What follows belongs to an exercise in optimizing a design on an open flow for small area and a short achievable clock period; a production flow would make more cautious choices.
At most, simulation tests tie the RTL to the original design; equivalence was not proved.
No activity file was given, so power comes from the tool's default toggle rates.

==> job 618: inputs <==
==> flow/design.v (excerpt) <==
module fft_test_core #(
  localparam int IW = 12,
  localparam int OW = 19,
  localparam int AW = 43
) (
  input  logic                 aclk,
  input  logic                 aresetn,
  input  logic [IW-1:0]        input_data_ch1,
  output logic signed [OW-1:0] fft_real,
  output logic signed [OW-1:0] fft_imag,
  output logic [AW-1:0]        amp,
  output logic                 fft_out_valid
);
clock: 16.0 ns
lec_check: 0
cap_margin: 20
core_margin: 2
core_utilization: 60
place_density: 0.7
slew_margin: 20
synth_hierarchical: 1
synth_minimum_keep_size: 0
standard.sh (not shown) runs the stock make flow with config.mk's settings and CLKGATE_MAP_FILE= SYNTH_SCRIPT=/design/flow/synth_recipe.tcl, a recipe that flattens the netlist after the stock synthesis.
==> flow/flow/run.sh <==
#!/bin/bash
# The standard ORFS layout, with repair_timing aiming for a larger setup slack
# (the clock and constraints stay the design's) and a clock tree without dummy loads.
# Make's full output goes to make.log.
set -euo pipefail
export CTS_ARGS="-sink_clustering_enable -repair_clock_nets -dont_use_dummy_load -sink_clustering_size 25 -sink_clustering_max_diameter 70"
bash standard.sh SETUP_SLACK_MARGIN=${MARGIN:-11.5} finish > make.log 2>&1
==> inputs of job 6099, as changes to job 618 <==
--- a/flow/config.mk
+++ b/flow/config.mk
@@ -7,7 +7,7 @@
 export LEC_CHECK = 0
 export CAP_MARGIN = 20
 export CORE_MARGIN = 2
-export CORE_UTILIZATION = 60
+export CORE_UTILIZATION = 55
 export PLACE_DENSITY = 0.7
 export SLEW_MARGIN = 20
 export SYNTH_HIERARCHICAL = 1
==> run summary <==
* # fillers at 11970
* Net Sw Power at 2.032 mW
* Post-cts sizing count at 428
* Combinational cell power at 55.5 µW
* Layout cells sized above 1 at 9.020%
* Worst Reg2Reg Path Length in Cells at 13
* Max incr delay on CP at 0.42 ns
* Pre-CTS WS at 10.74 ns
* Status: complete, no violations
* Multi-input logic area at 41280 µm²
* Inserted Clock Buffers at 144
* R2R Path End: r0[974]
* Final Routed Wirelength at 269.0 mm
* Multi-input combinational area share at 39.55%
* N_diodes at 8
* Signal buffers share of area at 2.681%
* CP Capture Point: fft_imag[18]
* Worst Path Arrival at 1.37 ns
* Crit-path max FO at 2
[end of results for job 618]
==> run summary <==
* N_diodes at 23
* Post-cts sizing count at 442
* Worst Reg2Reg Path Length in Cells at 8
* Skew-Pair Late Insertion Delay at 0.84 ns
* Worst Path Arrival at 1.42 ns
* R2R Path End: tre_b[18]
* Multi-input logic area at 41280 µm²
* # fillers at 13580
* CTS Hold Bufs at 0
* Signal buffers share of area at 3.064%
* Max incr delay on CP at 0.43 ns
* Status: complete, no violations
* Net Sw Power at 2.034 mW
* Multi-input combinational area share at 39.27%
* Inserted Clock Buffers at 142
* Pre-CTS WS at 10.78 ns
* Vias in the first global route at 60340
[end of results for job 6099]

==> run a <==
fft_test_core, a different RTL version from the one above (not shown whole).
clock: 16.0 ns
lec_check: 0
abc_area: 1
cap_margin: 20
core_margin: 2
core_utilization: 55
slew_margin: 20
synth_hierarchical: 1
synth_minimum_keep_size: 0
==> flow/flow/run.sh <==
#!/bin/bash
# The standard ORFS layout, with repair_timing aiming for a larger setup slack
# (the clock and constraints stay the design's) and a clock tree without dummy loads.
# Make's full output goes to make.log.
set -euo pipefail
export CTS_ARGS="-sink_clustering_enable -repair_clock_nets -dont_use_dummy_load -sink_clustering_size 25 -sink_clustering_max_diameter 70"
bash standard.sh SETUP_SLACK_MARGIN=${MARGIN:-11.4} finish > make.log 2>&1
==> run b: changes against run a <==
--- a/flow/flow/run.sh
+++ b/flow/flow/run.sh
@@ -5,3 +5,3 @@
 set -euo pipefail
 export CTS_ARGS="-sink_clustering_enable -repair_clock_nets -dont_use_dummy_load -sink_clustering_size 25 -sink_clustering_max_diameter 70"
-bash standard.sh SETUP_SLACK_MARGIN=${MARGIN:-11.4} finish > make.log 2>&1
+bash standard.sh SETUP_SLACK_MARGIN=${MARGIN:-11.5} finish > make.log 2>&1
Settings changed: ABC_AREA 1 to unset, CORE_UTILIZATION 55 to 50.
==> run summary <==
| quantity | run b | run a |
|---|---|---|
| Outcome | timing/DRC/antenna clean | timing/DRC/antenna clean |
| Simple-Gate Fraction of Synth Area | 7.95% | 10.1% |
| IR Drop Worst-Case VDD | 0.107 mV | 0.124 mV |
| Multi-input gate share of the layout cell area | 40.4% | 38.3% |
| Antenna cells | 13 | 6 |
| Amount of wire on met3 after detailed routing | 19400 µm | 25400 µm |
| Reported leakage power | 0.0472 µW | 0.0453 µW |
| Proportion of final cell area spent on non-clock buffers | 3.51% | 1.97% |
| Area grow syn2layout | 9.92% | 8.04% |
| Clock buffer cells | 145 | 146 |
| Final critical-path setup slack | 11.46 ns | 11.45 ns |
| Pin count of the biggest net entering global routing | 68 | 65 |
| Clock-pin slew reported for the worst setup and hold paths after clock tree synthesis | 0.09 ns | 0.08 ns |
| Number of multi-input combinational cells | 5541 | 5697 |
| Global router's overall resource usage | 29.1% | 34.1% |
| Horizontal die dimension | 449 µm | 424 µm |
| GR met2 Demand/Resource | 45.5% | 52.2% |

==> trial 80 <==
fft_test_core, a different RTL version from the one above (not shown whole).
## fft_test_core
module fft_test_core #(
  localparam int IW = 12,
  localparam int OW = 19,
  localparam int AW = 43
) (
  input  logic                 aclk,
  input  logic                 aresetn,
  input  logic [IW-1:0]        input_data_ch1,
  output logic signed [OW-1:0] fft_real,
  output logic signed [OW-1:0] fft_imag,
  output logic [AW-1:0]        amp,
  output logic                 fft_out_valid
);
export LEC_CHECK = 0
export CAP_MARGIN = 20
export CORE_MARGIN = 2
export CORE_UTILIZATION = 55
export SLEW_MARGIN = 20
create_clock -name core_clock -period 16.0 [get_ports {aclk}]
==> flow/flow/run.sh <==
#!/bin/bash
# The standard ORFS layout, with repair_timing aiming for a larger setup slack
# (the clock and constraints stay the design's). Make's full output goes to make.log.
set -euo pipefail
bash standard.sh SETUP_SLACK_MARGIN=${MARGIN:-11} finish > make.log 2>&1
==> inputs of trial 25, as changes to trial 80 <==
--- a/flow/design.v
+++ b/flow/design.v
@@ -2995,28 +2995,28 @@
   assign c16_im = lo_im[16];
   logic [16:0] pa_re, pb_re, pa_im, pb_im;
   assign pa_re = tre_a[32:16];
   assign pb_re = tre_b[32:16];
   assign pa_im = tim_a[32:16];
   assign pb_im = tim_b[32:16];
   logic [16:0] p_re, p_im;
-  assign p_re = pa_re + pb_re + {16'd0, c16_re};
-  assign p_im = pa_im + pb_im + {16'd0, c16_im};
+  assign p_re = pa_re + pb_re + 17'(c16_re);
+  assign p_im = pa_im + pb_im + 17'(c16_im);
   logic [33:0] aw;
   always_comb begin
     if (!wb_lane)  aw = r0[30];
     else if (wb2)  aw = r1[2];
     else if (wb3)  aw = r1[6];
     else           aw = r1[14];
   end
   logic [16:0] top_re, top_im, bot_re, bot_im;
-  assign top_re = aw[16:0]  + pa_re + pb_re + {16'd0, c16_re};
-  assign top_im = aw[33:17] + pa_im + pb_im + {16'd0, c16_im};
-  assign bot_re = aw[16:0]  + ~pa_re + ~pb_re + 17'd1 + {16'd0, ~c16_re};
-  assign bot_im = aw[33:17] + ~pa_im + ~pb_im + 17'd1 + {16'd0, ~c16_im};
+  assign top_re = aw[16:0]  + p_re;
+  assign top_im = aw[33:17] + p_im;
+  assign bot_re = aw[16:0]  - p_re;
+  assign bot_im = aw[33:17] - p_im;
   always_comb begin
     for (int q = 0; q < 32; q++) begin
       r0_n[q] = r0[(q + 1) % 32];
       r1_n[q] = r1[(q + 1) % 32];
     end
     if (r4_en & (r4_lane == 1'b0)) r0_n[0] = {y1i, y1r};
     if (wb2 & !wb_lane) r0_n[1] = {bot_im, bot_re};
==> flow/run.sh (new file) <==
#!/bin/bash
# synth_recipe.tcl (not shown) runs the flow's synth.tcl, then flattens the netlist and writes it again
# the make line also repeats each setting of config.mk as NAME=value (left out here)
make -C /OpenROAD-flow-scripts/flow DESIGN_CONFIG=/design/flow/config.mk WORK_HOME=/design/flow/orfs CLKGATE_MAP_FILE= SYNTH_SCRIPT=/design/flow/synth_recipe.tcl finish
- ABC_AREA: not set -> 1
- CORE_UTILIZATION: 55 -> 45
- SETUP_SLACK_MARGIN: not set -> 0.3
removed: flow/flow/run.sh
removed: flow/standard.sh
==> inputs of trial 67, as changes to trial 80 <==
--- a/flow/design.v
+++ b/flow/design.v
@@ -120,18 +120,18 @@
       5'd30: begin c1 = -18'sd64277; c2 = 18'sd51492; c3 = 18'sd77062; end
       5'd31: begin c1 = -18'sd65220; c2 = 18'sd58796; c3 = 18'sd71644; end
       default: begin c1 = '0; c2 = '0; c3 = '0; end
     endcase
   end
   logic [33:0] bw;
   always_comb begin
-    if (is5)          bw = r1[0];
-    else if (is2)     bw = bf_lane ? r1[8]  : r0[4];
-    else if (is3)     bw = bf_lane ? r1[16] : r0[8];
-    else              bw = bf_lane ? r1[0]  : r0[16];
+    if (is5 | bf_lane) bw = r1[0];
+    else if (is2)      bw = r0[4];
+    else if (is3)      bw = r0[8];
+    else               bw = r0[16];
   end
   logic signed [17:0] xs_re, xs_im;
   always_comb begin
     if (!sq_sub) begin
       xs_re = {r0[2][16], r0[2][16:0]} + {r1[2][16], r1[2][16:0]};
       xs_im = {r0[2][33], r0[2][33:17]} + {r1[2][33], r1[2][33:17]};
     end else begin
@@ -3000,16 +3000,16 @@
   assign pb_im = tim_b[32:16];
   logic [16:0] p_re, p_im;
   assign p_re = pa_re + pb_re + {16'd0, c16_re};
   assign p_im = pa_im + pb_im + {16'd0, c16_im};
   logic [33:0] aw;
   always_comb begin
     if (!wb_lane)  aw = r0[30];
-    else if (wb2)  aw = r1[2];
-    else if (wb3)  aw = r1[6];
+    else if (wb2)  aw = r1[26];
+    else if (wb3)  aw = r1[22];
     else           aw = r1[14];
   end
   logic [16:0] top_re, top_im, bot_re, bot_im;
   assign top_re = aw[16:0]  + pa_re + pb_re + {16'd0, c16_re};
   assign top_im = aw[33:17] + pa_im + pb_im + {16'd0, c16_im};
   assign bot_re = aw[16:0]  + ~pa_re + ~pb_re + 17'd1 + {16'd0, ~c16_re};
   assign bot_im = aw[33:17] + ~pa_im + ~pb_im + 17'd1 + {16'd0, ~c16_im};
@@ -3036,36 +3036,34 @@
     if (tau == 9'd53) r0_n[21][11:0] = din_r;
     if (tau == 9'd9 || tau == 9'd27) r0_n[26][11:0] = din_r;
     if (tau == 9'd41 || tau == 9'd59) r0_n[27][11:0] = din_r;
     if (wb_any & !wb_lane) r0_n[29] = {top_im, top_re};
     if (tau == 9'd1 || tau == 9'd13 || tau == 9'd19 || tau == 9'd31) r0_n[30][11:0] = din_r;
     if (r4_en & (r4_lane == 1'b0)) r0_n[31] = {17'sd0, y0r};
     else if (tau == 9'd33 || tau == 9'd45 || tau == 9'd51 || tau == 9'd63) r0_n[31][11:0] = din_r;
-    if (wb2 & wb_lane) r1_n[1] = {top_im, top_re};
-    else if (r4_en & (r4_lane == 1'b1)) r1_n[1] = {17'sd0, y0r};
+    if (r4_en & (r4_lane == 1'b1)) r1_n[1] = {17'sd0, y0r};
     else if (tau == 9'd6 || tau == 9'd24) r1_n[1][11:0] = din_r;
     if (r4_en & (r4_lane == 1'b1)) r1_n[2] = {y1i, y1r};
     else if (tau == 9'd38 || tau == 9'd56) r1_n[2][11:0] = din_r;
     if (r4_en & (r4_lane == 1'b1)) r1_n[3] = {17'sd0, y2r};
     if (r4_en & (r4_lane == 1'b1)) r1_n[4] = {y3i, y1r};
-    if (wb2 & wb_lane) r1_n[5] = {bot_im, bot_re};
-    else if (wb3 & wb_lane) r1_n[5] = {top_im, top_re};
     if (tau == 9'd12) r1_n[7][11:0] = din_r;
     if (tau == 9'd44) r1_n[8][11:0] = din_r;
     if (tau == 9'd4 || tau == 9'd16 || tau == 9'd26) r1_n[11][11:0] = din_r;
     if (tau == 9'd36 || tau == 9'd48 || tau == 9'd58) r1_n[12][11:0] = din_r;
-    if (wb3 & wb_lane) r1_n[13] = {bot_im, bot_re};
-    else if (wb4 & wb_lane) r1_n[13] = {top_im, top_re};
+    if (wb4 & wb_lane) r1_n[13] = {top_im, top_re};
     if (tau == 9'd8 || tau == 9'd18 || tau == 9'd30) r1_n[15][11:0] = din_r;
     if (tau == 9'd40 || tau == 9'd50 || tau == 9'd62) r1_n[16][11:0] = din_r;
     if (tau == 9'd22) r1_n[19][11:0] = din_r;
     if (tau == 9'd54) r1_n[20][11:0] = din_r;
-    if (tau == 9'd10 || tau == 9'd28) r1_n[25][11:0] = din_r;
+    if (wb3 & wb_lane) r1_n[21] = {top_im, top_re};
+    if (wb2 & wb_lane) r1_n[25] = {top_im, top_re};
+    else if (tau == 9'd10 || tau == 9'd28) r1_n[25][11:0] = din_r;
     if (tau == 9'd42 || tau == 9'd60) r1_n[26][11:0] = din_r;
-    if (wb4 & wb_lane) r1_n[29] = {bot_im, bot_re};
+    if (((wb2 & wb_lane) | (wb3 & wb_lane)) | (wb4 & wb_lane)) r1_n[29] = {bot_im, bot_re};
     else if (wb5) r1_n[29] = {p_im, p_re};
     else if (tau == 9'd2 || tau == 9'd14 || tau == 9'd20 || tau == 9'd32) r1_n[29][11:0] = din_r;
     if (tau == 9'd34 || tau == 9'd46 || tau == 9'd52 || tau == 9'd64) r1_n[30][11:0] = din_r;
   end
   always_ff @(posedge aclk) begin
     r0 <= r0_n;
     r1 <= r1_n;
==> flow/flow/run.sh (replaced) <==
#!/bin/bash
# The standard ORFS layout, with repair_timing aiming for a larger setup slack
# (the clock and constraints stay the design's) and a clock tree without dummy loads.
# Make's full output goes to make.log.
set -euo pipefail
export CTS_ARGS="-sink_clustering_enable -repair_clock_nets -dont_use_dummy_load"
bash standard.sh SETUP_SLACK_MARGIN=${MARGIN:-11} finish > make.log 2>&1
==> qor summary <==
	trial 80	trial 67	trial 25
Count of instances resized after the clock tree is built	195	119	0
Placeable Area	200000 um^2	197000 um^2	248000 um^2
Area fraction in and, or, nand and nor cells after synthesis	11.0%	10.4%	13.8%
Run status	finished clean	finished clean	finished clean
Final HPWL from detailed placement	260 mm	243 mm	311 mm
Tightest Pin Transition	1.26 ns	1.17 ns	1.31 ns
Area taken by flip-flops and latches	51500 um^2	51500 um^2	51200 um^2
Worst Setup Slack, final	11.04 ns	11.07 ns	9.35 ns
Power in combinational cells	0.000449 W	0.000470 W	0.000515 W
Top class by area	multi-input gates	multi-input gates	sequential cells
Compound-cell area share of the yosys netlist	8.50%	8.19%	9.22%
Overall die area	205000 um^2	201000 um^2	254000 um^2
Initial antenna violation count	24	31	28
CP startpoint	amp[27]	fft_imag[11]	tim_a[0]
Endpoint arrival time on the critical path	1.76 ns	1.73 ns	7.41 ns
Layout Skew	0.0741 ns	0.131 ns	0.0939 ns
Sequential cell power	0.00646 W	0.00645 W	0.00645 W
Switch share	22.5%	21.6%	22.4%
Adder-cell share of the synthesized area	21.4%	21.9%	20.0%
Critical path capture point	amp[27]	fft_imag[11]	r1[67]
Vias per Instance	5.70	5.59	5.21
Endpoint of the worst hold-timing path	r1[291]	r0[400]	r0[617]
Function not checked in trial 80 and trial 25: the RTL went through the layout flow alone.

==> separate check: timing with driven ports <==
The results above use ideal ports. As a check the final layouts listed here were re-extracted and re-timed, cells and wires unchanged. Step 1, drivers: a clkbuf_16 drives aclk and a buf_2 each remaining input, both assumed. Step 2 times the ports against the registers' clock, not the clock port: input delays grow and output delays shrink by t, the midpoint of the rising clock arrivals with the driver on. Slacks: no drivers / after step 1 / after step 2; pairs: no drivers / after step 1.
| run | t, ns | slack for setup (ns) | worst setup path after step 2 | worst data-port slew with drivers (ns) |
|---|---|---|---|---|
| job 618 | 0.855 | 11.434 / 11.353 / 11.543 | register to register | 0.11 |
| job 6099 | 0.867 | 11.381 / 11.298 / 11.486 | register to register | 0.06 |
| run a | 0.880 | 11.452 / 11.358 / 11.309 | input, reset recovery | 0.03 |
| run b | 0.863 | 11.460 / 11.376 / 11.426 | input, reset recovery | 0.08 |
| trial 80 | 0.970 | 11.039 / 10.958 / 11.059 | register to register | 0.04 |
| trial 25 | 1.004 | 9.349 / 9.349 / 9.349 | register to register | 0.04 |
| trial 67 | 0.954 | 11.067 / 10.970 / 11.077 | register to register | 0.04 |
After both steps setup and hold are still met in every run listed. The setup slack of run a, which loses most, moves by -0.094 ns with the drivers and by -0.143 ns with both steps. Setup slack includes reset recovery checks.
